Background: an optimization exercise with open tools, aiming at small area and a short achievable clock period. Do not read the settings as production practice. The RTL was checked by simulation tests, not by an equivalence proof against the original design. No activity file was given, so power comes from the tool's default toggle rates.

Setup of build 45:
Design mult_top, start of the top module:
module mult_top (
    input  logic               clk,
    input  logic               reset,
    input  logic               in_valid,
    input  mult_pkg::operand_t a,
    input  mult_pkg::operand_t b,
    output logic               out_valid,
    output mult_pkg::product_u product
);
export LEC_CHECK = 0
export CAP_MARGIN = 20
export CORE_MARGIN = 2
export CORE_UTILIZATION = 60
export PLACE_DENSITY = 0.75
export SETUP_SLACK_MARGIN = 5
export SLEW_MARGIN = 20
export SYNTH_HIERARCHICAL = 1
create_clock -name core_clock -period 8.0 [get_ports {clk}]
standard.sh (not shown) runs the stock make flow with config.mk's settings and CLKGATE_MAP_FILE= SYNTH_SCRIPT=/design/flow/synth_recipe.tcl, a recipe that flattens the netlist after the stock synthesis.
==> flow/flow/run.sh <==
#!/bin/bash
# Own layout flow: the standard layout (standard.sh, with its unchanged
# synthesis) plus a few extra ORFS make settings from flow/extra.txt, one
# VAR=value per line. Each step's full output goes to a log in this folder.
set -euo pipefail
EXTRA=()
while IFS= read -r l; do
  [[ -n "$l" && "$l" != \#* ]] && EXTRA+=("$l")
done < flow/extra.txt
# standard.sh passes its knobs on make's command line; ours go after them
sed 's#"${@:-finish}"#"${EXTRA[@]}" "${@:-finish}"#' standard.sh > own_standard.sh
( set -- synth; source ./own_standard.sh ) > synth.log 2>&1
( set -- finish; source ./own_standard.sh ) > layout.log 2>&1
test -f out/final.def
==> flow/flow/extra.txt <==
# port buffers: a plain buffer instead of the delay buffer buffer_ports picks
BUFFER_PORTS_ARGS=-buffer_cell sky130_fd_sc_hd__buf_2
Changes in build 1 relative to build 45:
- CORE_UTILIZATION changed from 60 to 40
- PLACE_DENSITY changed from 0.75 to 0.6
- SETUP_SLACK_MARGIN removed (was 5)
==> flow/flow/extra.txt <==
# port buffers: a plain buffer instead of the delay buffer buffer_ports picks
BUFFER_PORTS_ARGS=-buffer_cell sky130_fd_sc_hd__buf_2
SETUP_SLACK_MARGIN=5.3
Notes after the runs:
- First-pass GRT wire length: build 1 higher than build 45
- Summary of build 1 over build 45: area of the core region grew by 51%; overall routed net length grew by 12%.
- Compared with build 45, build 1 shows starting utilization of the core area lower by 21 points.
- Build 45 → build 1: total internal power now larger; reg2reg setup slack has increased.
> inputs changed (build 1 -> build 79)
- an added SETUP_SLACK_MARGIN of 5
==> flow/flow/extra.txt <==
# port buffers: a plain buffer instead of the delay buffer buffer_ports picks
BUFFER_PORTS_ARGS=-buffer_cell sky130_fd_sc_hd__buf_2
==> comparison <==
Relative to build 1, build 79 degrades fmax.
[build 79] register-to-register slack fell 0.03 ns relative to build 1
~same number of multi-input combinational cells in build 79 and build 1
Compared with build 1, in build 79 non-clock buffer count now sits lower, overall power now sits lower, sequential cell count now sits at about the same level, power share of the combinational group now sits lower, met3 layer usage reported by global route now sits lower.

========
Another version of the RTL of mult_top (not shown whole).
Size: ~970 cells after synthesis, about 140 flip-flops, about 68 I/O pins, roughly 10000 um^2 of cells after synthesis.
Settings: LEC_CHECK=0, CAP_MARGIN=20, CORE_MARGIN=2, CORE_UTILIZATION=40, CTS_BUF_LIST=sky130_fd_sc_hd__clkbuf_4 sky130_fd_sc_hd__clkbuf_8, PLACE_DENSITY=0.6, SETUP_SLACK_MARGIN=5, SLEW_MARGIN=20, SYNTH_HIERARCHICAL=1, TNS_END_PERCENT=30; clock period 8.0 ns.
==> flow/flow/extra.txt <==
# port buffers: a plain buffer instead of the delay buffer buffer_ports picks
BUFFER_PORTS_ARGS=-buffer_cell sky130_fd_sc_hd__buf_2
Scripts as last shown in full above: flow/flow/run.sh
Rerun with:
- TNS_END_PERCENT: 30 -> unset
The changed run finished with timing, DRC and antenna clean.
Final cell count goes down by 0.37%.
Critical path depth stays the same.
Via count goes down by about 0.37%.
Rerun with:
- ABC_AREA: unset -> 1
The changed run went through all stages and came out clean.
Area after synthesis came out higher by 8.3%.
Cell count goes up by 24%.
Die area came out higher by 8.1%.
Clock skew is lower by 6.8 ps.
Design area increases by 7.0%.
Synthesized cell count increases by 33%.
Setup slack gets better by 29 ps.
Global-route usage came out higher by 0.33 points.

========
mult_top again, from the RTL that the note above started with.
Design mult_top, start of the top module:
module mult_top (
    input  logic               clk,
    input  logic               reset,
    input  logic               in_valid,
    input  mult_pkg::operand_t a,
    input  mult_pkg::operand_t b,
    output logic               out_valid,
    output mult_pkg::product_u product
);
export LEC_CHECK = 0
export CAP_MARGIN = 20
export CORE_MARGIN = 2
export CORE_UTILIZATION = 40
export CTS_BUF_LIST = sky130_fd_sc_hd__clkbuf_4 sky130_fd_sc_hd__clkbuf_8
export PLACE_DENSITY = 0.7
export SETUP_SLACK_MARGIN = 5
export SLEW_MARGIN = 20
export SYNTH_HIERARCHICAL = 1
create_clock -name core_clock -period 8.0 [get_ports {clk}]
Scripts as last shown in full above: flow/flow/run.sh, flow/flow/extra.txt
Change:
--- a/flow/config.mk
+++ b/flow/config.mk
@@ -10,6 +10,6 @@
 export CORE_UTILIZATION = 40
 export CTS_BUF_LIST = sky130_fd_sc_hd__clkbuf_4 sky130_fd_sc_hd__clkbuf_8
-export PLACE_DENSITY = 0.7
-export SETUP_SLACK_MARGIN = 5
+export PLACE_DENSITY = 0.6
+export SETUP_SLACK_MARGIN = 4.9
 export SLEW_MARGIN = 20
 export SYNTH_HIERARCHICAL = 1
The changed run finished clean.
Area after synthesis is unchanged.
Clock skew barely changes.
Critical path depth came out lower by 1.

## static timing again, ports no longer ideal
The flow's constraints put no driver on any port. The routed layouts listed below were extracted and timed again, unchanged, in two steps.
Step 1, drivers: a clkbuf_16 drives clk and a buf_2 each remaining input, both assumed.
Step 2, shift: input delay + t, output delay - t, t = (earliest + latest rising clock arrival at the registers) / 2. This alone moves slack from input paths to output paths.
a / b / c = ideal ports / drivers / drivers and shift; a / b = the first two.
run | t (ns) | setup WS [ns] | latest minus earliest clock arrival (ns)
build 45 | 0.477 | 4.952 / 4.952 / 4.724 | 0.010 / 0.010
build 1 | 0.475 | 5.053 / 5.053 / 4.809 | 0.015 / 0.015
build 79 | 0.468 | 5.021 / 5.021 / 4.712 | 0.013 / 0.012
the first run of note 2 | 0.496 | 5.013 / 5.013 / 5.013 | 0.020 / 0.020
the second run of note 2 | 0.497 | 5.025 / 5.025 / 5.025 | 0.024 / 0.024
the third run of note 2 | 0.495 | 5.054 / 5.054 / 5.054 | 0.017 / 0.018
the first run of note 3 | 0.506 | 5.023 / 5.023 / 5.023 | 0.019 / 0.019
the second run of note 3 | 0.497 | 4.963 / 4.963 / 4.963 | 0.020 / 0.019
After both steps every run listed still meets setup and hold. The setup slack of build 79, which loses most, moves by 0.000 ns with the drivers and by -0.309 ns with both steps.
